Context: an optimization exercise on an open-source flow, tuned for small area and a short achievable clock period. The choices shown serve that exercise and are no tape-out recipe. In this exercise RTL edits were held to simulation tests only and were not proved equivalent to the original. Power is estimated from default activity; no workload was simulated.

## run B
==> module leaf_stream_fifo, before the edit <==
module leaf_stream_fifo #(
  parameter int WIDTH = 32
) (
  input  logic             clk,
  input  logic             ap_rst_n,
  input  logic             flush,
  input  logic             clr,         
  input  logic [WIDTH-1:0] wr_data,
  input  logic             wr_valid,
  output logic             wr_ready,
  output logic [WIDTH-1:0] rd_data,
  output logic             rd_valid,
  input  logic             rd_ready,
  output logic [4:0]       level,
  output logic             pop,
  output logic             valid_next
);
  logic [4:0]       count;
  logic             vld_q;     
  logic             rdy_q;     
  logic             two_q;     
  logic [WIDTH-1:0] head;
  logic [WIDTH-1:0] store [15];
  logic             push;
  logic             ld_in;
  logic             ld_st;
  logic             st_we;
  logic [4:0]       count_d;
  logic [WIDTH-1:0] st_out;
  logic [WIDTH-1:0] head_d;
  assign wr_ready = rdy_q & ~flush;
  assign rd_valid = vld_q;
  assign rd_data  = head;
  assign level    = count;
  assign push  = wr_valid & rdy_q & ~flush;
  assign pop   = vld_q & rd_ready & ~flush;
  assign ld_in = push & (~vld_q | (~two_q & pop));
  assign ld_st = pop & two_q;
  assign st_we = push & ~ld_in;
  always_comb begin
    st_out = {WIDTH{~two_q}} & wr_data;
    for (int k = 0; k < 15; k++) begin
      st_out = st_out | ({WIDTH{count == 5'(k + 2)}} & store[k]);
    end
  end
  assign head_d = st_out;
  always_comb begin
    count_d = count;
    if (flush)            count_d = '0;
    else if (push & ~pop) count_d = count + 5'd1;
    else if (pop & ~push) count_d = count - 5'd1;
  end
  assign valid_next = (count_d != 5'd0);
  always_ff @(posedge clk) begin
    if (ld_in | ld_st) head <= head_d;
  end
  always_ff @(posedge clk) begin
    if (st_we) store[0] <= wr_data;
  end
  for (genvar k = 1; k < 15; k++) begin : g_row
    always_ff @(posedge clk) begin
      if (st_we) store[k] <= store[k-1];
    end
  end
  always_ff @(posedge clk or negedge ap_rst_n) begin
    if (!ap_rst_n) begin
      count <= '0;
      vld_q <= 1'b0;
      rdy_q <= 1'b0;
    end else begin
      count <= count_d;
      vld_q <= (count_d != 5'd0);
      rdy_q <= (count_d != 5'd16);
    end
  end
  always_ff @(posedge clk) begin
    if (clr) begin
      two_q <= 1'b0;
    end else begin
      two_q <= (count_d > 5'd1);
    end
  end
endmodule
Settings: LEC_CHECK=0, CAP_MARGIN=10, CORE_MARGIN=2, CORE_UTILIZATION=66, CTS_CLUSTER_DIAMETER=70, CTS_CLUSTER_SIZE=25, PLACE_DENSITY=0.84, SETUP_SLACK_MARGIN=1.75, SLEW_MARGIN=10; clock period 4.5 ns.
standard.sh (not shown) runs the stock make flow with config.mk's settings and CLKGATE_MAP_FILE= SYNTH_SCRIPT=/design/flow/synth_recipe.tcl, a recipe that flattens the netlist after the stock synthesis.
==> flow/flow/run.sh <==
#!/bin/bash
set -euo pipefail
cd "$(dirname "$0")/.."
export IO_CONSTRAINTS="$PWD/flow/io.tcl"
export BUFFER_PORTS_ARGS="-buffer_cell sky130_fd_sc_hd__buf_1"
bash standard.sh > standard_flow.log 2>&1
==> flow/flow/io.tcl <==
set_io_pin_constraint -group -order -pin_names {frame_len[0] frame_len[1] frame_len[2] frame_len[3] frame_len[4] frame_len[5] frame_len[6] frame_len[7] Input_TLAST[0] Input_TLAST[1] ack_user2interface[0] flush ack_user2interface[1] Output_TREADY[0] Output_TREADY[1] frame_len[8] frame_len[9] frame_len[10] frame_len[11] frame_len[12] frame_len[13] frame_len[14] frame_len[15]}
[inputs] run A vs run B
diff --git a/flow/design.v b/flow/design.v
--- a/flow/design.v
+++ b/flow/design.v
@@ -35,18 +35,18 @@
   assign push  = wr_valid & rdy_q & ~flush;
   assign pop   = vld_q & rd_ready & ~flush;
   assign ld_in = push & (~vld_q | (~two_q & pop));
   assign ld_st = pop & two_q;
   assign st_we = push & ~ld_in;
   always_comb begin
-    st_out = {WIDTH{~two_q}} & wr_data;
+    st_out = '0;
     for (int k = 0; k < 15; k++) begin
       st_out = st_out | ({WIDTH{count == 5'(k + 2)}} & store[k]);
     end
   end
-  assign head_d = st_out;
+  assign head_d = two_q ? st_out : wr_data;
   always_comb begin
     count_d = count;
     if (flush)            count_d = '0;
     else if (push & ~pop) count_d = count + 5'd1;
     else if (pop & ~push) count_d = count - 5'd1;
   end
The final clock skew of run B and that of run A are within noise of each other.
The non-clock buffer count in the final layout was comparable across run A and run B.
Run A ended with less slew at the pin closest to its max-slew limit than run B.
Going from run B to run A, via count of the first global-routing pass grew slightly.
Run A leaves less setup margin than run B.
Side by side, die boundary width turned out higher in run A than in run B.
Of the two values seen for critical-path cell with the highest stage delay, sky130_fd_sc_hd__dfxtp_2 was produced by run B and sky130_fd_sc_hd__dfrtp_1 by run A.
Between run A and run B, it is run A whose global-route usage is lower, by 0.34 points.
Relative to run B, number of core rows has gone up in run A.
The total area of sequential cells of run B and that of run A are within noise of each other.


main:
The RTL this note starts from:
==> flow/design.v <==
module leaf_stream_fifo #(
  parameter int WIDTH = 32
) (
  input  logic             clk,
  input  logic             ap_rst_n,
  input  logic             flush,
  input  logic             clr,         
  input  logic [WIDTH-1:0] wr_data,
  input  logic             wr_valid,
  output logic             wr_ready,
  output logic [WIDTH-1:0] rd_data,
  output logic             rd_valid,
  input  logic             rd_ready,
  output logic [4:0]       level,
  output logic             pop,
  output logic             valid_next
);
  logic [4:0]       count;
  logic             vld_q;     
  logic             rdy_q;     
  logic             two_q;     
  logic [WIDTH-1:0] head;
  logic [WIDTH-1:0] store [15];
  logic             push;
  logic             ld_in;
  logic             ld_st;
  logic             st_we;
  logic [4:0]       count_d;
  logic [WIDTH-1:0] st_out;
  logic [WIDTH-1:0] head_d;
  assign wr_ready = rdy_q & ~flush;
  assign rd_valid = vld_q;
  assign rd_data  = head;
  assign level    = count;
  assign push  = wr_valid & rdy_q & ~flush;
  assign pop   = vld_q & rd_ready & ~flush;
  assign ld_in = push & (~vld_q | (~two_q & pop));
  assign ld_st = pop & two_q;
  assign st_we = push & ~ld_in;
  always_comb begin
    st_out = '0;
    for (int k = 0; k < 15; k++) begin
      st_out = st_out | ({WIDTH{count == 5'(k + 2)}} & store[k]);
    end
  end
  assign head_d = two_q ? st_out : wr_data;
  always_comb begin
    count_d = count;
    if (flush)            count_d = '0;
    else if (push & ~pop) count_d = count + 5'd1;
    else if (pop & ~push) count_d = count - 5'd1;
  end
  assign valid_next = (count_d != 5'd0);
  always_ff @(posedge clk) begin
    if (ld_in | ld_st) head <= head_d;
  end
  always_ff @(posedge clk) begin
    if (st_we) store[0] <= wr_data;
  end
  for (genvar k = 1; k < 15; k++) begin : g_row
    always_ff @(posedge clk) begin
      if (st_we) store[k] <= store[k-1];
    end
  end
  always_ff @(posedge clk or negedge ap_rst_n) begin
    if (!ap_rst_n) begin
      count <= '0;
      vld_q <= 1'b0;
      rdy_q <= 1'b0;
    end else begin
      count <= count_d;
      vld_q <= (count_d != 5'd0);
      rdy_q <= (count_d != 5'd16);
    end
  end
  always_ff @(posedge clk) begin
    if (clr) begin
      two_q <= 1'b0;
    end else begin
      two_q <= (count_d > 5'd1);
    end
  end
endmodule
module leaf_stream_bridge #(
  parameter int NUM_IN_PORTS  = 2,
  parameter int NUM_OUT_PORTS = 2,
  parameter int PAYLOAD_BITS  = 32,
  parameter int FIFO_DEPTH    = 16,
  parameter int CNT_BITS      = $clog2(FIFO_DEPTH) + 1
) (
  input  logic                              clk,
  input  logic                              ap_rst_n,
  input  logic                              flush,
  input  logic [15:0]                       frame_len,
  input  logic [NUM_IN_PORTS*PAYLOAD_BITS-1:0]  dout_leaf_interface2user,
  input  logic [NUM_IN_PORTS-1:0]               vld_interface2user,
  output logic [NUM_IN_PORTS-1:0]               ack_user2interface,
  output logic [NUM_OUT_PORTS*PAYLOAD_BITS-1:0] din_leaf_user2interface,
  output logic [NUM_OUT_PORTS-1:0]              vld_user2interface,
  input  logic [NUM_OUT_PORTS-1:0]              ack_interface2user,
  output logic [NUM_IN_PORTS*PAYLOAD_BITS-1:0]  Input_TDATA,
  output logic [NUM_IN_PORTS-1:0]               Input_TVALID,
  output logic [NUM_IN_PORTS-1:0]               Input_TLAST,
  input  logic [NUM_IN_PORTS-1:0]               Input_TREADY,
  input  logic [NUM_OUT_PORTS*PAYLOAD_BITS-1:0] Output_TDATA,
  input  logic [NUM_OUT_PORTS-1:0]              Output_TVALID,
  output logic [NUM_OUT_PORTS-1:0]              Output_TREADY,
  output logic [NUM_IN_PORTS*CNT_BITS-1:0]  in_level,
  output logic [NUM_OUT_PORTS*CNT_BITS-1:0] out_level
);
  logic rst_done;
  logic clr;
  always_ff @(posedge clk or negedge ap_rst_n) begin
    if (!ap_rst_n) begin
      rst_done <= 1'b0;
    end else begin
      rst_done <= 1'b1;
    end
  end
  assign clr = flush | ~rst_done;
  for (genvar i = 0; i < NUM_IN_PORTS; i++) begin : g_in
    logic        pop;
    logic        valid_next;
    logic        tlast;
    logic [15:0] wnext;
    logic [15:0] wnext_d;
    logic        wnz_d;
    logic        en_d;
    logic [15:1] cmp_n;
    logic        cmp0_hi;
    logic        cmp0_lo;
    logic        match0;
    leaf_stream_fifo #(
      .WIDTH (PAYLOAD_BITS)
    ) u_fifo (
      .clk        (clk),
      .ap_rst_n   (ap_rst_n),
      .flush      (flush),
      .clr        (clr),
      .wr_data    (dout_leaf_interface2user[i*PAYLOAD_BITS +: PAYLOAD_BITS]),
      .wr_valid   (vld_interface2user[i]),
      .wr_ready   (ack_user2interface[i]),
      .rd_data    (Input_TDATA[i*PAYLOAD_BITS +: PAYLOAD_BITS]),
      .rd_valid   (Input_TVALID[i]),
      .rd_ready   (Input_TREADY[i]),
      .level      (in_level[i*CNT_BITS +: CNT_BITS]),
      .pop        (pop),
      .valid_next (valid_next)
    );
    assign match0 = frame_len[0] ? cmp0_hi : cmp0_lo;
    assign Input_TLAST[i] = match0 & ((frame_len[15:1] ^ cmp_n) == 15'h7fff);
    assign tlast = (cmp0_hi | cmp0_lo) & (frame_len == wnext);
    always_comb begin
      wnext_d = wnext;
      if (clr)      wnext_d = 16'd1;
      else if (pop) wnext_d = tlast ? 16'd1 : wnext + 16'd1;
    end
    assign wnz_d = clr | (pop ? (tlast | ~(&wnext)) : (|wnext));
    assign en_d  = valid_next & wnz_d;
    always_ff @(posedge clk) begin
      wnext <= wnext_d;
      cmp_n <= ~wnext_d[15:1];
    end
    always_ff @(posedge clk or negedge ap_rst_n) begin
      if (!ap_rst_n) begin
        cmp0_hi <= 1'b0;
        cmp0_lo <= 1'b0;
      end else begin
        cmp0_hi <= en_d & wnext_d[0];
        cmp0_lo <= en_d & ~wnext_d[0];
      end
    end
  end
  for (genvar j = 0; j < NUM_OUT_PORTS; j++) begin : g_out
    logic pop;
    logic valid_next;
    leaf_stream_fifo #(
      .WIDTH (PAYLOAD_BITS)
    ) u_fifo (
      .clk        (clk),
      .ap_rst_n   (ap_rst_n),
      .flush      (flush),
      .clr        (clr),
      .wr_data    (Output_TDATA[j*PAYLOAD_BITS +: PAYLOAD_BITS]),
      .wr_valid   (Output_TVALID[j]),
      .wr_ready   (Output_TREADY[j]),
      .rd_data    (din_leaf_user2interface[j*PAYLOAD_BITS +: PAYLOAD_BITS]),
      .rd_valid   (vld_user2interface[j]),
      .rd_ready   (ack_interface2user[j]),
      .level      (out_level[j*CNT_BITS +: CNT_BITS]),
      .pop        (pop),
      .valid_next (valid_next)
    );
  end
endmodule
clock: 4.5 ns
lec_check: 0
cap_margin: 20
core_margin: 2
core_utilization: 60
setup_slack_margin: 1.8
slew_margin: 20
==> flow/flow/run.sh <==
#!/bin/bash
set -euo pipefail
cd "$(dirname "$0")/.."
export IO_CONSTRAINTS="$PWD/flow/io.tcl"
export BUFFER_PORTS_ARGS="-buffer_cell sky130_fd_sc_hd__buf_2"
bash standard.sh > standard_flow.log 2>&1
Scripts as last shown in full above: flow/flow/io.tcl
## Diff of input files: the feature branch against main
diff --git a/flow/design.v b/flow/design.v
--- a/flow/design.v
+++ b/flow/design.v
@@ -17,19 +17,21 @@
 );
   logic [4:0]       count;
   logic             vld_q;     
   logic             rdy_q;     
   logic             two_q;     
+  logic [3:0]       wp, rp;    
   logic [WIDTH-1:0] head;
-  logic [WIDTH-1:0] store [15];
+  logic [WIDTH-1:0] store [1:15];
   logic             push;
   logic             ld_in;
   logic             ld_st;
   logic             st_we;
   logic [4:0]       count_d;
   logic [WIDTH-1:0] st_out;
   logic [WIDTH-1:0] head_d;
+  logic [3:0]       wp_nx, rp_nx;
   assign wr_ready = rdy_q & ~flush;
   assign rd_valid = vld_q;
   assign rd_data  = head;
   assign level    = count;
   assign push  = wr_valid & rdy_q & ~flush;
@@ -37,31 +39,30 @@
   assign ld_in = push & (~vld_q | (~two_q & pop));
   assign ld_st = pop & two_q;
   assign st_we = push & ~ld_in;
   always_comb begin
     st_out = '0;
-    for (int k = 0; k < 15; k++) begin
-      st_out = st_out | ({WIDTH{count == 5'(k + 2)}} & store[k]);
+    for (int k = 1; k < 16; k++) begin
+      st_out = st_out | ({WIDTH{rp == 4'(k)}} & store[k]);
     end
   end
   assign head_d = two_q ? st_out : wr_data;
   always_comb begin
     count_d = count;
     if (flush)            count_d = '0;
     else if (push & ~pop) count_d = count + 5'd1;
     else if (pop & ~push) count_d = count - 5'd1;
   end
   assign valid_next = (count_d != 5'd0);
+  assign wp_nx = {wp[2:0], wp[3] ^ wp[2]};
+  assign rp_nx = {rp[2:0], rp[3] ^ rp[2]};
   always_ff @(posedge clk) begin
     if (ld_in | ld_st) head <= head_d;
   end
-  always_ff @(posedge clk) begin
-    if (st_we) store[0] <= wr_data;
-  end
-  for (genvar k = 1; k < 15; k++) begin : g_row
+  for (genvar k = 1; k < 16; k++) begin : g_row
     always_ff @(posedge clk) begin
-      if (st_we) store[k] <= store[k-1];
+      if (st_we && wp == 4'(k)) store[k] <= wr_data;
     end
   end
   always_ff @(posedge clk or negedge ap_rst_n) begin
     if (!ap_rst_n) begin
       count <= '0;
@@ -74,12 +75,16 @@
     end
   end
   always_ff @(posedge clk) begin
     if (clr) begin
       two_q <= 1'b0;
+      wp    <= 4'd1;
+      rp    <= 4'd1;
     end else begin
       two_q <= (count_d > 5'd1);
+      if (st_we) wp <= wp_nx;
+      if (ld_st) rp <= rp_nx;
     end
   end
 endmodule
 module leaf_stream_bridge #(
   parameter int NUM_IN_PORTS  = 2,
@@ -146,12 +151,12 @@
       .level      (in_level[i*CNT_BITS +: CNT_BITS]),
       .pop        (pop),
       .valid_next (valid_next)
     );
     assign match0 = frame_len[0] ? cmp0_hi : cmp0_lo;
-    assign Input_TLAST[i] = match0 & ((frame_len[15:1] ^ cmp_n) == 15'h7fff);
-    assign tlast = (cmp0_hi | cmp0_lo) & (frame_len == wnext);
+    assign tlast  = match0 & ((frame_len[15:1] ^ cmp_n) == 15'h7fff);
+    assign Input_TLAST[i] = tlast;
     always_comb begin
       wnext_d = wnext;
       if (clr)      wnext_d = 16'd1;
       else if (pop) wnext_d = tlast ? 16'd1 : wnext + 16'd1;
     end
### Flow results
On count of vias placed by the detailed router, the lower figure sits with main, not the feature branch. Comparing the feature branch and main, post-detailed-route wirelength per cell is lower on main. There was hardly any difference in final sum of negative setup slack between the feature branch and main. [the feature branch] pre-CTS worst setup slack fell 0.22 ns relative to main. Looking only at global-route usage, and setting everything else aside, the lower value of the feature branch and main goes to main. Compared the feature branch against main; mux contribution to synthesized area within noise. Against main, the feature branch reports a count of non-CTS buffers in the layout that is higher. [the feature branch vs main] final non-filler cell area: higher in the feature branch. In the feature branch relative to main, wire length on met2 had gone up by more than 10%. When the feature branch is set beside main, its proportion of synthesized chip area in sequential cells turns out to be 1.6 points smaller. Power in combinational cells: the feature branch < main. Against main, the feature branch comes in 0.073 ns lower on hold slack.

==> what the ideal ports hide <==
In the flow no input, the clock included, has a driving cell. The finished layouts below were timed again as built, in two steps. Step 1 assumes that a clkbuf_16 drives the clock port and a buf_2 every other input. Step 2 adds t to the input delays and takes it off the output delays; t is the mean of the earliest and latest rising clock arrival at the registers after step 1. Input paths then give back, and output paths get back, about the clock's delay inside the block. Slacks: ideal / step 1 / step 2; pairs: ideal / step 1.
run	t, ns	setup slack, ns	worst hold slack (ns)	worst setup path after step 2	worst register clock-pin slew, ns
run B	0.795	1.707 / 1.639 / 1.239	0.316 / 0.273 / 0.440	input to register	0.10 / 0.10
run A	0.822	1.645 / 1.564 / 1.150	0.289 / 0.274 / 0.436	input to register	0.10 / 0.10
main	0.869	1.545 / 1.482 / 1.158	0.233 / 0.229 / 0.436	input to register	0.07 / 0.07
the feature branch	0.905	1.585 / 1.498 / 1.196	0.159 / 0.204 / 0.499	input to register	0.06 / 0.06
After both steps every run listed still meets setup and hold. For run A, which loses most, drivers alone change the setup slack by -0.081 ns; drivers and shift together by -0.495 ns.
